Context: an optimization exercise on an open-source flow, tuned for small area, a short achievable clock period and few clock cycles per item. The choices shown serve that exercise and are no tape-out recipe. Function was checked by simulation only, so behaviour that the tests miss may differ from the original. Power and IR drop assume default switching activity.

run 1:
## gf_addsub_lanes
module gf_addsub_lanes #(
    parameter int               WIDTH   = 32,
    parameter logic [WIDTH-1:0] MODULUS = 32'hec940e71,
    parameter int               LANES   = 4
) (
    input  logic                     i_clk,
    input  logic                     i_rst,
    input  logic                     i_valid,
    output logic                     o_ready,
    input  logic [1:0]               i_op,
    input  logic [LANES*WIDTH-1:0]   i_a,
    input  logic [LANES*WIDTH-1:0]   i_b,
    output logic                     o_valid,
    input  logic                     i_ready,
    output logic [LANES*WIDTH-1:0]   o_out,
    output logic [LANES-1:0]         o_err
);
    localparam int PREFIX_A = 0;
    localparam int PREFIX_B = 2;
    localparam int LOGW   = 5;   
    function automatic logic [WIDTH:0] carries(input logic [WIDTH-1:0] g,
                                               input logic [WIDTH-1:0] p,
                                               input logic             cin,
                                               input int               style);
        logic [WIDTH-1:0] gg, pp, gn, pn;
        gg    = g;
        pp    = p;
        gg[0] = g[0] | (p[0] & cin);
        if (style == 0) begin
            for (int l = 0; l < LOGW; l++) begin
                gn = gg;
                pn = pp;
                for (int i = 0; i < WIDTH; i++) begin
                    if ((i >> l) & 1) begin
                        gn[i] = gg[i] | (pp[i] & gg[((i >> l) << l) - 1]);
                        pn[i] = pp[i] & pp[((i >> l) << l) - 1];
                    end
                end
                gg = gn;
                pp = pn;
            end
        end else if (style == 1) begin
            for (int l = 0; l < LOGW; l++) begin
                for (int i = 0; i < WIDTH; i++) begin
                    if (((i + 1) % (2 << l)) == 0) begin
                        gg[i] = gg[i] | (pp[i] & gg[i - (1 << l)]);
                        pp[i] = pp[i] & pp[i - (1 << l)];
                    end
                end
            end
            for (int l = LOGW - 2; l >= 0; l--) begin
                for (int i = 0; i < WIDTH; i++) begin
                    if (((i + 1) % (2 << l)) == (1 << l) && i >= (2 << l)) begin
                        gg[i] = gg[i] | (pp[i] & gg[i - (1 << l)]);
  ...
For scale: roughly 1700 cells after synthesis, roughly 140 flip-flops, ~400 I/O pins, ~15000 sq um of cells after synthesis.
clock: 5.5 ns
lec_check: 0
cap_margin: 20
core_margin: 2
core_utilization: 40
cts_buf_list: sky130_fd_sc_hd__clkbuf_8
gpl_timing_driven: 1
setup_slack_margin: 1.2
slew_margin: 20
standard.sh (not shown) runs the stock make flow with config.mk's settings and CLKGATE_MAP_FILE= SYNTH_SCRIPT=/design/flow/synth_recipe.tcl, a recipe that flattens the netlist after the stock synthesis.
==> flow/flow/run.sh <==
#!/bin/bash
# Layout flow: the standard ORFS flow (standard.sh) with these changes:
#  - the ports get plain sky130_fd_sc_hd__buf_1 buffers instead of delay cells;
#  - if flow/abc.script exists, synthesis maps the logic with that ABC script in place
#    of ORFS's speed script (everything else in the synthesis is the standard flow's own script);
#  - settings in flow/env.sh (if any) are exported before the flow runs.
# Each tool's full output goes to the ORFS logs under orfs/logs; make's own output
# goes to flow_make.log here.
set -euo pipefail
W=$(pwd)
export BUFFER_PORTS_ARGS="-buffer_cell sky130_fd_sc_hd__buf_1"
if [[ -f flow/env.sh ]]; then source flow/env.sh; fi
SYN=$W/synth_recipe.tcl
if [[ -f flow/abc.script ]]; then
  cat > $W/flow_synth.tcl <<EOT
proc abc {args} {
  set i [lsearch -exact \$args -script]
  if {\$i >= 0} { lset args [expr {\$i + 1}] $W/flow/abc.script }
  yosys abc {*}\$args
}
source $W/synth_recipe.tcl
EOT
  SYN=$W/flow_synth.tcl
fi
sed "s#SYNTH_SCRIPT=$W/synth_recipe.tcl#SYNTH_SCRIPT=$SYN#" standard.sh > flow_standard.sh
bash flow_standard.sh > flow_make.log 2>&1
==> flow/flow/env.sh <==
export REMOVE_ABC_BUFFERS=1
Testbench counts of run 1, summed over its fixed seeds: cycles 12,008, items 12,000.
The inputs of run 2 differ from those of run 1 as listed below.
- changing SETUP_SLACK_MARGIN from 1.2 to 1.1
- setting TNS_END_PERCENT to 20 for the first time
- changing GPL_TIMING_DRIVEN from 1 to 0
## What came out
- | maximum single-stage delay on the critical path | run 2 vs run 1 | ≈ equal |
- Taking run 1 as the reference point, the area growth from synthesis to layout of run 2 rises by 0.81 points.
- Summary — length of routed wiring on met1, run 2 relative to run 1: lower, by about 1%.
- Between run 1 and run 2, the flip-flop and latch share of the layout cell area does not differ in any meaningful way.
- Master of the slowest instance on the critical path: sky130_fd_sc_hd__edfxtp_1 -> run 1, sky130_fd_sc_hd__fa_1 -> run 2
- Run 1 -> run 2: clock-buffer cell count delta 0, exact match
- NOTE: internal power consumption in run 2 exceeds that of run 1
- Leakage power figure of run 2 falls short of that of run 1 slightly.
Here is what was changed in the inputs of run 3 compared with run 2.
- SETUP_SLACK_MARGIN: 1.1 -> 1.2
- TNS_END_PERCENT: 20 -> unset
## What came out
- Comparing run 2 and run 3, the lower power is on run 2.
- The run showing the greater utilization is run 3.
- Re aggregate routed wire length: run 3 is about 2% up on run 2.
- [compare] base=run 2 new=run 3: final non-filler cell area picked up an extra 770 sq um; number of search-and-repair iterations in the first detailed-routing pass picked up an extra 2.
For run 4, these inputs were changed with respect to run 3:
- GPL_TIMING_DRIVEN now 1, was 0
==> flow/flow/abc.script (new file) <==
&get -n
&st
&dch
&nf
&put
buffer -c
topo
stime -c
upsize -c
dnsize -c
==> run notes <==
Run 3 → run 4: number of buffers added by the clock tree synthesis step essentially unchanged; wire length increased 3.2%.
Summary of run 4 over run 3: max-slew headroom at the worst pin went down by 4.0 points; layout sequential cell count was more or less identical; arrival time at the worst endpoint went up by 1.25 ns; cell area after placement went up by 3.1%.
Relative to run 4, the following input files were edited for run 5:
- swapping 1.2 for 1.1 in SETUP_SLACK_MARGIN
- swapping 1 for 0 in GPL_TIMING_DRIVEN
==> flow/flow/abc.script <==
strash
dc2
dc2
dc2
dch -f
&get -n
&nf
&put
buffer -c
topo
stime -c
upsize -c
dnsize -c
Results
- Changes observed in run 5 relative to run 4: critical path depth up 24; via count saw an increase.
- Power density relative to cell area (run 5 vs. run 4) increases by a few percent
- Run 5 vs run 4 on delay contributed by the slowest stage of the critical path: run 5 is the lower one.
- Going from run 4 to run 5, combinational gate power grows by 57%.
- Maximum frequency, run 4 and run 5: higher on run 4
- Status: clock-cell share of area parity (run 4, run 5)
- Going from run 4 to run 5, wire length of the first global-routing pass went up 3.6%; combined global-route utilization of all metal layers went up 4.2 points.
- Run 5 finished all stages; layout check result: FAIL, due to negative setup slack.
### run 5 -> run 6
removed: flow/flow/abc.script
==> run notes <==
Run 6 finished end to end and its layout was clean on timing, DRC and antenna. Looking only at combinational group share of total power, and setting everything else aside, the lower value of run 6 and run 5 goes to run 6. Comparing run 6 and run 5, the lower sequential share of layout area was measured on run 5. Looking at basic-gate share of the synthesized area counting and, or, nand and nor cells, run 6 sits above run 5. Compare run 6 and run 5 | area after synthesis lower: run 5. Relative to run 5, the number of well-tap cells placed measured on run 6 has increased by more than 10%. Post-route clock period utilization ends up higher on run 5. Comparing run 6 and run 5, instance count of the mapped netlist is higher on run 6. The met1 routing resource usage after global routing reported for run 6 is smaller than that of run 5 by 1.0 points.

-- re-timing with driven ports --
No port has a modelled driver above. Below, the same layouts with a new extraction and two added sets of constraints.
Step 1 (the two cells are an assumption about what drives the block):
set clk [get_ports {i_clk}]
set_driving_cell -lib_cell sky130_fd_sc_hd__clkbuf_16 $clk
set_driving_cell -lib_cell sky130_fd_sc_hd__buf_2 [delete_from_list [all_inputs] $clk]
Step 2, shift: input delay + t, output delay - t, t = (earliest + latest rising clock arrival at the registers) / 2. This alone moves slack from input paths to output paths.
a / b / c = no drivers / after step 1 / after step 2; a / b = the first two.
run | shift t [ns] | slack for setup (ns) | hold WS [ns]
run 1 | 0.517 | 1.199 / 1.154 / 0.785 | 0.646 / 0.646 / 0.646
run 2 | 0.510 | 1.098 / 1.059 / 0.569 | 0.769 / 0.752 / 1.055
run 3 | 0.509 | 1.205 / 1.162 / 0.680 | 0.774 / 0.756 / 1.051
run 4 | 0.493 | 1.263 / 1.288 / 0.794 | 0.848 / 0.822 / 1.148
run 5 | 0.510 | -2.056 / -2.172 / -2.683 | 0.856 / 0.835 / 0.857
run 6 | 0.508 | 1.137 / 1.018 / 0.509 | 0.769 / 0.752 / 1.052
For run 6, which loses most, drivers alone change the setup slack by -0.119 ns; drivers and shift together by -0.628 ns.
